From an optimization exercise on the open Yosys and OpenROAD flow, aimed at small area, a short achievable clock period and few clock cycles; shortcuts taken in it are not production practice.
Function was not checked in any run shown here: the RTL went through the layout flow alone.
Power and IR drop assume default switching activity.

==> flow/design.v (outline; a module is shown in full before it is edited, if it fits) <==
// module requant_argmax_pipe: 1433 lines
module requant_argmax_pipe #(
  parameter int ACC_W       = 25,
  parameter int OUT_W       = 8,
  parameter int MULT_W      = 16,
  parameter int SHIFT_W     = 5,
  parameter int NUM_CLASSES = 10,
  parameter int IDX_W       = $clog2(NUM_CLASSES)
) (
  input  logic                     clk,
  input  logic                     rst_n,
  input  logic                     cfg_load,
  input  logic signed [ACC_W-1:0]  cfg_bias,
  input  logic        [MULT_W-1:0] cfg_mult,
  input  logic       [SHIFT_W-1:0] cfg_shift,
  input  logic                     cfg_round,
  input  logic signed [OUT_W-1:0]  cfg_offset,
  input  logic signed [OUT_W-1:0]  cfg_min,
  input  logic signed [OUT_W-1:0]  cfg_max,
  output logic                     busy,
  input  logic                     in_valid,
  output logic                     in_ready,
  input  logic signed [ACC_W-1:0]  in_data,
  input  logic                     in_last,
  output logic                     out_valid,
  input  logic                     out_ready,
  output logic signed [OUT_W-1:0]  out_data,
  output logic                     out_last,
  output logic                     argmax_valid,
  output logic        [IDX_W-1:0]  argmax_idx,
  output logic signed [OUT_W-1:0]  argmax_val
);
  // ...
==> flow/flow/run.sh <==
#!/bin/bash
# The standard ORFS layout (standard.sh), with two changes to how it is
# made: repair_timing aims for 8.5 ns of setup slack at the design's clock
# period, and the port buffers are buf_2.
set -euo pipefail
bash standard.sh SETUP_SLACK_MARGIN=8.5 "BUFFER_PORTS_ARGS=-buffer_cell sky130_fd_sc_hd__buf_2" finish > standard_flow.log 2>&1
==> flow/standard.sh <==
#!/bin/bash
# synth_recipe.tcl (not shown) runs the flow's synth.tcl, then flattens the netlist and writes it again
# the make line also repeats each setting of config.mk as NAME=value (left out here)
make -C /OpenROAD-flow-scripts/flow DESIGN_CONFIG=/design/flow/config.mk WORK_HOME=/design/flow/orfs CLKGATE_MAP_FILE= SYNTH_SCRIPT=/design/flow/synth_recipe.tcl "${@:-finish}"
==> flow/config.mk <==
export PLATFORM = sky130hd
export DESIGN_NAME = requant_argmax_pipe
export DESIGN_NICKNAME = requant_argmax_pipe
export VERILOG_FILES = /design/flow/design.v
export SDC_FILE = /design/flow/constraint.sdc
export NUM_CORES = 4
export LEC_CHECK = 0
export CAP_MARGIN = 20
export CORE_MARGIN = 2
export CORE_UTILIZATION = 40
export CTS_CLUSTER_DIAMETER = 80
export CTS_CLUSTER_SIZE = 25
export SLEW_MARGIN = 20
==> flow/constraint.sdc <==
create_clock -name core_clock -period 12.0 [get_ports {clk}]
set_input_delay 2.4000 -clock core_clock [delete_from_list [all_inputs] [get_ports {clk}]]
set_output_delay 2.4000 -clock core_clock [all_outputs]
set_load 0.01 [all_outputs]
==> results.txt, run 1 <==
Post-Synth Adder-Cell Area=22.6%; num sequential=between 300 and 400; GRT Overall Usage=21.5%; biggest regs=mem_q x54, p_q x42, pa_q x42; Initial DRT Pass Iterations=5; vias in the first global route=21,700; Multi-In Gates=1,909; starting density of the core=40.6%; Hold Path Cell Cnt=0; Final Max Tran Viols=0; Mapped Avg Cell Area=9.67 um^2; # placed instances=3,593; drt total wl=75,100 um; switching share of power=41.8%; Setup crit end kind=flip-flop; fill cell count=6,188; busiest layer in global routing=met2; Post-Route M1 WL=approximately 32,000 um; Wirelength per Cell=roughly 20 um; CTS resizes=~180; Std-Cell Core Area=66,100 um^2; met3 Use GR=under 10%; Tmin final=between 3 and 4 ns; fraction of area in multi-input gates=56.1%; metal3 WL=around 4700 um; clock buf count=30; combinational share of power=49.3%; CTS buffer count=27; Seq area share=around 28%; total sequential power=2.13 mW; final worst path period share=33.0%; status=timing/DRC/antenna clean; DP Worst Slack=7.33 ns; Net Count, Synth=approximately 3,200
==> inputs of run 2 (changes only) <==
--- a/flow/design.v
+++ b/flow/design.v
@@ -75,17 +75,18 @@
       offset_q <= cfg_offset;
       min_q    <= cfg_min;
       max_q    <= cfg_max;
     end
   end
   logic signed [24:0] d_q;
   logic signed [25:0] s_q;
   logic        [41:0] pa_q, pb_q;
-  logic        [41:0] p_q;
+  logic        [10:0] u_q;
+  logic               fits_q, sgn_q;
   logic               vd_q, vs_q, vt_q, vu_q;
   logic               ld_q, ls_q, lt_q, lu_q;
   logic signed [25:0] s_sum;
   logic        [25:0] sadd_a, sadd_b;
   assign sadd_a = {d_q[24], d_q};
   assign sadd_b = {bias_q[24], bias_q};
   assign s_sum = sadd_a + sadd_b;
   logic signed [25:0] s;
@@ -1166,16 +1167,24 @@
   assign mul_w390 = (~mul_y7[26] & mul_y8[24]) | (~mul_y7[26] & mul_w312) | (mul_y8[24] & mul_w312);
   logic mul_w391;
   logic mul_w392;
   assign mul_w391 = mul_y8[25] ^ 1'b1;
   assign mul_w392 = mul_y8[25] & 1'b1;
   assign pa = {mul_w391, mul_w389, mul_w387, mul_w385, mul_w383, mul_w381, mul_w379, mul_w377, mul_w375, mul_w373, mul_w371, mul_w369, mul_w367, mul_w365, mul_w363, mul_w361, mul_w359, mul_w357, mul_w355, mul_w353, mul_w351, mul_w349, mul_w347, mul_w345, mul_w343, mul_w341, mul_w339, mul_w337, mul_w335, mul_w333, mul_w331, mul_w329, mul_w327, mul_w325, mul_w323, mul_w321, mul_w319, mul_w317, mul_w315, mul_w313, mul_y0[1], mul_y0[0]};
   assign pb = {mul_w390, mul_w388, mul_w386, mul_w384, mul_w382, mul_w380, mul_w378, mul_w376, mul_w374, mul_w372, mul_w370, mul_w368, mul_w366, mul_w364, mul_w362, mul_w360, mul_w358, mul_w356, mul_w354, mul_w352, mul_w350, mul_w348, mul_w346, mul_w344, mul_w342, mul_w340, mul_w338, mul_w336, mul_w334, mul_w332, mul_w330, mul_w328, mul_w326, mul_w324, mul_w322, mul_w320, mul_w318, mul_w316, mul_w314, mul_neg1, 1'b0, mul_neg0};
   logic signed [41:0] p;
+  logic        [41:0] x0;
+  logic        [25:0] x1;
+  logic        [17:0] x2;
+  logic        [13:0] x3;
+  logic        [11:0] x4;
+  logic        [10:0] x5;
+  logic        [31:0] dif, msk;
+  logic               sg, fits_d;
   logic [41:0] cpa_g0, cpa_p0;
   assign cpa_g0 = pa_q & pb_q;
   assign cpa_p0 = pa_q ^ pb_q;
   logic cpa_G1; assign cpa_G1 = cpa_g0[1] | (cpa_p0[1] & cpa_g0[0]);
   logic cpa_G2; assign cpa_G2 = cpa_g0[3] | (cpa_p0[3] & cpa_g0[2]);
   logic cpa_P2; assign cpa_P2 = cpa_p0[3] & cpa_p0[2];
   logic cpa_G3; assign cpa_G3 = cpa_g0[5] | (cpa_p0[5] & cpa_g0[4]);
   logic cpa_P3; assign cpa_P3 = cpa_p0[5] & cpa_p0[4];
@@ -1279,58 +1288,55 @@
   logic cpa_G69; assign cpa_G69 = cpa_g0[28] | (cpa_p0[28] & cpa_G44);
   logic cpa_G70; assign cpa_G70 = cpa_g0[30] | (cpa_p0[30] & cpa_G52);
   logic cpa_G71; assign cpa_G71 = cpa_g0[32] | (cpa_p0[32] & cpa_G39);
   logic cpa_G72; assign cpa_G72 = cpa_g0[34] | (cpa_p0[34] & cpa_G53);
   logic cpa_G73; assign cpa_G73 = cpa_g0[36] | (cpa_p0[36] & cpa_G45);
   logic cpa_G74; assign cpa_G74 = cpa_g0[38] | (cpa_p0[38] & cpa_G54);
   logic cpa_G75; assign cpa_G75 = cpa_g0[40] | (cpa_p0[40] & cpa_G41);
   assign p = {(cpa_p0[41] ^ cpa_G75), (cpa_p0[40] ^ cpa_G41), (cpa_p0[39] ^ cpa_G74), (cpa_p0[38] ^ cpa_G54), (cpa_p0[37] ^ cpa_G73), (cpa_p0[36] ^ cpa_G45), (cpa_p0[35] ^ cpa_G72), (cpa_p0[34] ^ cpa_G53), (cpa_p0[33] ^ cpa_G71), (cpa_p0[32] ^ cpa_G39), (cpa_p0[31] ^ cpa_G70), (cpa_p0[30] ^ cpa_G52), (cpa_p0[29] ^ cpa_G69), (cpa_p0[28] ^ cpa_G44), (cpa_p0[27] ^ cpa_G68), (cpa_p0[26] ^ cpa_G51), (cpa_p0[25] ^ cpa_G67), (cpa_p0[24] ^ cpa_G40), (cpa_p0[23] ^ cpa_G66), (cpa_p0[22] ^ cpa_G50), (cpa_p0[21] ^ cpa_G65), (cpa_p0[20] ^ cpa_G43), (cpa_p0[19] ^ cpa_G64), (cpa_p0[18] ^ cpa_G49), (cpa_p0[17] ^ cpa_G63), (cpa_p0[16] ^ cpa_G37), (cpa_p0[15] ^ cpa_G62), (cpa_p0[14] ^ cpa_G48), (cpa_p0[13] ^ cpa_G61), (cpa_p0[12] ^ cpa_G42), (cpa_p0[11] ^ cpa_G60), (cpa_p0[10] ^ cpa_G47), (cpa_p0[9] ^ cpa_G59), (cpa_p0[8] ^ cpa_G32), (cpa_p0[7] ^ cpa_G58), (cpa_p0[6] ^ cpa_G46), (cpa_p0[5] ^ cpa_G57), (cpa_p0[4] ^ cpa_G22), (cpa_p0[3] ^ cpa_G56), (cpa_p0[2] ^ cpa_G1), (cpa_p0[1] ^ cpa_g0[0]), (cpa_p0[0])};
-  logic        [41:0] x0;
-  logic        [17:0] x2;
-  logic        [10:0] x5;
-  logic        [32:0] msk;
-  logic               sg, fits;
   always_comb begin
-    sg   = p_q[41];
-    x0   = {p_q[40:0], 1'b0};
-    x2   = '0;
-    for (int j = 0; j < 4; j++)
-      x2 = x2 | (x0[8*j +: 18] & {18{shift_q[4:3] == 2'(j)}});
-    x5   = '0;
-    for (int j = 0; j < 8; j++)
-      x5 = x5 | (x2[j +: 11] & {11{shift_q[2:0] == 3'(j)}});
-    for (int j = 0; j < 33; j++) msk[j] = (6'(j) >= {1'b0, shift_q});
-    fits = (&(p_q[41:9] | ~msk)) || !(|(p_q[41:9] & msk));
+    sg     = p[41];
+    x0     = {p[40:0], 1'b0};
+    x1     = shift_q[4] ? x0[41:16] : x0[25:0];
+    x2     = shift_q[3] ? x1[25:8] : x1[17:0];
+    x3     = shift_q[2] ? x2[17:4] : x2[13:0];
+    x4     = shift_q[1] ? x3[13:2] : x3[11:0];
+    x5     = shift_q[0] ? x4[11:1] : x4[10:0];
+    dif    = p[40:9] ^ {32{sg}};
+    for (int j = 0; j < 32; j++) msk[j] = (5'(j) >= shift_q);
+    fits_d = ~|(dif & msk);
   end
   logic signed [11:0] kx, hi_d, lo_d, hi_q, lo_q;
   logic               mm_q;
   logic        [8:0]  t9;
   logic               gt, lt, selmax, selmin;
   logic signed [7:0]  res;
   always_comb begin
     kx     = $signed({{3{offset_q[7]}}, offset_q, rc_q});
     hi_d   = $signed({{3{max_q[7]}}, max_q, 1'b0}) + 12'sd2 - kx;
     lo_d   = $signed({{3{min_q[7]}}, min_q, 1'b0}) - kx;
-    t9     = x5[8:0] + {offset_q, rc_q};
-    gt     = $signed({x5[10], x5}) >= hi_q;
-    lt     = $signed({x5[10], x5}) < lo_q;
-    selmax = mm_q || (!fits && !sg) || (fits && gt);
-    selmin = (!fits && sg) || (fits && lt);
+    t9     = u_q[8:0] + {offset_q, rc_q};
+    gt     = $signed({u_q[10], u_q}) >= hi_q;
+    lt     = $signed({u_q[10], u_q}) < lo_q;
+    selmax = mm_q || (!fits_q && !sgn_q) || (fits_q && gt);
+    selmin = (!fits_q && sgn_q) || (fits_q && lt);
     res    = selmax ? max_q : selmin ? min_q : t9[8:1];
   end
   always_ff @(posedge clk) begin
     d_q    <= in_data;
     ld_q   <= in_last;
     s_q    <= s_sum;
     ls_q   <= ld_q;
     pa_q   <= pa;
     pb_q   <= pb;
     lt_q   <= ls_q;
-    p_q    <= p;
+    u_q    <= x5;
+    fits_q <= fits_d;
+    sgn_q  <= sg;
     lu_q   <= lt_q;
     hi_q   <= hi_d;
     lo_q   <= lo_d;
     mm_q   <= min_q > max_q;
   end
   logic              rdy_q, busy_q;
   logic        [2:0] n_q, n_d;
   logic              acc, dlv, busy_d, rdy_d;
==> flow/config.mk (replaced) <==
export PLATFORM = sky130hd
export DESIGN_NAME = requant_argmax_pipe
export DESIGN_NICKNAME = requant_argmax_pipe
export VERILOG_FILES = /design/flow/design.v
export SDC_FILE = /design/flow/constraint.sdc
export NUM_CORES = 4
export LEC_CHECK = 0
export ABC_AREA = 1
export CAP_MARGIN = 20
export CORE_MARGIN = 2
export CORE_UTILIZATION = 40
export CTS_BUF_LIST = sky130_fd_sc_hd__clkbuf_16
export CTS_CLUSTER_DIAMETER = 100
export CTS_CLUSTER_SIZE = 30
export SLEW_MARGIN = 20
==> run 2 against run 1 <==
Net effect:
- still clean
- sequential share of layout area down 1.4 points
- worst hold slack about the same
- utilization down 0.63 points
- fmax rose by 14%
- critical path type is now flip-flop to output pin
- critical endpoint is now out_data[7]
- largest cell class unchanged
==> results.txt, run 2 <==
ranking of synthesized cells by area=dfxtp_1, fa_1, xor2_1 (was dfxtp_1, fa_1, ha_1); Synth area leader=dfxtp_1 (unchanged); Worst Path Buf+Inv=1 (unchanged); Critical Path, Cell by Cell=buf_6 (was buf_12, mux4_2, mux2i_2, nand2_1, o21ai_2, nor2_1, a21o_1, ha_1, o21a_1, o21ai_1, a21o_1, a21oi_2, o22ai_2, mux2i_4, mux2i_2, mux2i_4, a221o_1); type of origin of the critical path=flip-flop (unchanged); vias in the first global route=21,200 (was 21,700); IO Port Bufs=126 (unchanged); worst vdd ir=0.129 mV (was 0.134 mV); Wirelength per Cell=18.4 um (was 20.3 um); Slowest-stage cell, CP=dfxtp_4 (was mux4_2); Clock Tree Root=clkbuf_16 (unchanged); first-pass GRT wire length=117,000 um (was 120,000 um); Leak=14.1 nW (was 12.7 nW); met1 Track Usage GR=30.5% (was 27.4%); met2 Usage GRT=34.5% (was 36.6%); RSZ-0062 raised after global routing=true (unchanged); Tmin final=3.48 ns (was 3.96 ns); IO Pins=127 (unchanged); Setup crit end kind=output pin (was flip-flop); DP HPWL=54,000 um (was 51,700 um); commonest cells after routing, fill and taps aside=nand2_1, inv_1, dfxtp_1, xor2_1, o22ai_1 (was dfxtp_1, a22oi_1, inv_1, nand2_1, fa_1); Worst path top cell family by delay=flip-flops (was multiplexers); CP required=9.60 ns (was 12.50 ns); Clk Latency, worst-skew pair=0.57 ns (was 0.60 ns); NumNets Final=3,693 (was 3,291); biggest regs=mem_q x54, pa_q x42, pb_q x41 (was mem_q x54, p_q x42, pa_q x42); final worst path period share=29.0% (was 33.0%); CTS tree=done (unchanged); starting density of the core=40.3% (was 40.6%); Pwr Density=251 nW/um^2 (was 202 nW/um^2); status=timing/DRC/antenna clean (unchanged); Synth warnings=2 (unchanged); Synth Register Bits=369 (was 398); EDFF count, synth=54 (unchanged); Initial DRC Count=2,004 (was 1,284); DR vias=21,700 (was 20,700); Final GP Congestion=0.879 (was 0.885); worst min path class=flip-flop to flip-flop (unchanged); Net Count, Synth=3,596 (was 3,244); vias per cell=5.30 (was 5.58); critical path type=flip-flop to output pin (was flip-flop to flip-flop); clk sinks=369 (was 398); clk buf depth=3 (unchanged); sequential element share of the synthesized area=30.1% (was 31.7%); count leader, synth=nand2_1 (was dfxtp_1); Max-slew headroom=28.1% (was 39.9%); fill cell count=6,333 (was 6,188); pin count of the biggest net entering global routing=108 (was 79); Final Max Tran Viols=0 (unchanged); Die H=261 um (was 263 um); critical-path maximum fanout=3 (was 8); Initial DRT Pass Iterations=8 (was 5); H-tree depth=1 (unchanged); busiest layer in global routing=met2 (unchanged); initial antenna violation count=8 (was 1); sequential cell fraction of total power=24.9% (was 34.5%); Congestion Overflow GR=0 (unchanged); PnR Total Power=7.50 mW (was 6.16 mW); Tightest Pin Transition=1.08 ns (was 0.900 ns); most flop-heavy register=mem_q (unchanged); Std-Cell Core Area=65,500 um^2 (was 66,100 um^2); drt total wl=75,400 um (was 75,100 um); row count=94 (unchanged); Final setup viols=0 (unchanged); mapped cell area=26,400 um^2 (was 26,800 um^2); Largest register FFs=54 (unchanged); cell internal pwr=3.95 mW (was 3.58 mW); post-route ant nets=0 (unchanged); GRT Overall Usage=21.7% (was 21.5%); Chip Width=261 um (was 263 um); CTS buffer count=20 (was 27); Worst Skew=0.0356 ns (was 0.0273 ns); Fin. Hold Viols=0 (unchanged); ys async rst share=0% (unchanged); switching share of power=47.4% (was 41.8%); Critical Path AT=1.08 ns (was 4.46 ns); Worst-path clk slew=0.11 ns (was 0.10 ns); met3 Use GR=3.08% (was 2.74%); die area=68,000 um^2 (was 69,100 um^2); Top FF cell, synth=dfxtp_1 (unchanged); Synth top cells by count=nand2_1, inv_1, dfxtp_1 (was dfxtp_1, inv_1, a22oi_1); share of layout cells above drive strength 1=14.3% (was 16.2%); Max-Cap Viols=0 (unchanged); Distinct cells, synth=67 (was 76); Synth top area share=23.9% (was 25.7%); f_max=0.288 GHz (was 0.253 GHz); part of the power in the clock network=10.5% (was 16.2%); most common cell after layout, fill and taps aside=nand2_1 (was dfxtp_1); area grow syn2layout=13.4% (was 14.0%); Max stage delay on crit path=0.39 ns (was 0.54 ns); Mapped Avg Cell Area=8.44 um^2 (was 9.67 um^2); combinational share of power=64.5% (was 49.3%); Residual DRC=0 (unchanged); setup TNS=0 ns (unchanged); sw power=3.55 mW (was 2.58 mW); Post-Synthesis Cells=3,125 (was 2,773)
[run 2: cell count changes after synthesis, sizes merged, moves of 99 or more]
cell   change
xnor2    -140
inv      +191
xor2     +147
nand2    +237
a22oi    -255
o22ai    +210
nor2      +99
[run 2: logic make-up after synthesis]
logic type      count (synthesis)  share of synthesized area [%]
mux                             3                          0.119
compound gates                617                           14.1
buf+inv                       627                           9.34
xor+xnor                      291                           9.67
flops                         369                           30.1
simple gates                  849                           13.7
fa+ha+maj                     369                           23.0
[run 2: area by class of cell]
class | count | area [um^2] | area share, %
antenna | 3 | 7.51 | 0.0251
clock buffer | 21 | 526 | 1.76
clock inverter | 14 | 138 | 0.460
inverter | 477 | 2000 | 6.68
multi-input combinational | 2129 | 16500 | 55.1
sequential | 369 | 8020 | 26.8
tap | 864 | 1080 | 3.62
timing repair buffer | 214 | 1580 | 5.29
timing repair inverter | 11 | 66.3 | 0.222
[run 2: per-layer routing]
metal	up-vias	share of wire (%)	routed length, um
met2	821	45	33800
li1	10500	-	-
met3	146	7.3	5520
met4	8	3.2	2390
met1	10300	45	33700
met5	-	0.069	52
[run 2: stage by stage]
| stage | utilization, % | cell area [um^2] | worst slack, ns | instances | hold slack [ns] |
|---|---|---|---|---|---|
| 2_1_floorplan | - | 26500 | 8.41 | 3125 | 0.310 |
| 3_3_place_gp | 42.1 | 27600 | 7.12 | 3980 | 0.310 |
| 3_5_place_dp | 42.2 | 27600 | 7.09 | 3981 | 0.314 |
| 4_1_cts | 44.3 | 29000 | 8.48 | 4059 | 0.341 |
| 5_1_grt | 45.6 | 29900 | 8.41 | 4101 | 0.347 |
| 6_report | 45.6 | 29900 | 8.52 | 4102 | 0.338 |
[run 2: worst paths after layout]
kind / startpoint / to / slack, ns / cells after the start
worst max-delay path: od_q[7]$_DFF_P_ / out_data[7] / 8.52 / 1
worst min register to register: ld_q$_DFF_P_ / ls_q$_DFF_P_ / 0.34 / 0
worst max register to register: s_q[12]$_DFF_P_ / pa_q[13]$_DFF_P_ / 8.57 / 10
worst min-delay path: ld_q$_DFF_P_ / ls_q$_DFF_P_ / 0.34 / 0
[run 2: power by group through the flow]
| stage | Sequential [mW] | Combinational [mW] | Clock [mW] |
|---|---|---|---|
| 5_1_grt | 1.90 | 5.53 | 0.862 |
| 2_1_floorplan | 1.76 | 3.29 | 0 |
| 3_5_place_dp | 1.85 | 4.43 | 0 |
| 4_1_cts | 1.85 | 4.61 | 0.818 |
| 6_report | 1.87 | 4.84 | 0.790 |
| 3_3_place_gp | 1.85 | 4.31 | 0 |
[run 2: repair_timing]
item                       in CTS  in global routing
resized for setup             105                129
pin swaps                       1                 33
setup endpoints to repair     171                 88
gates cloned                    1                 11
setup buffers                  42                 29
hold buffers                    0                  0

==> afterwards: timing with drivers on the ports <==
No port has a modelled driver above. Below, the same layouts with a new extraction and two added sets of constraints. Step 1, drivers: a clkbuf_16 drives clk and a buf_2 each remaining input, both assumed. Step 2, shift: input delay + t, output delay - t, t = (earliest + latest rising clock arrival at the registers) / 2. This alone moves slack from input paths to output paths. a / b / c = no drivers / after step 1 / after step 2; a / b = the first two.
run | t, ns | slack for setup (ns) | latest minus earliest clock arrival (ns)
run 1 | 0.651 | 8.040 / 8.040 / 7.991 | 0.032 / 0.031
run 2 | 0.619 | 8.522 / 8.455 / 7.987 | 0.037 / 0.037
After both steps setup and hold are still met in every run listed. The setup slack of run 2, which loses most, moves by -0.067 ns with the drivers and by -0.535 ns with both steps.
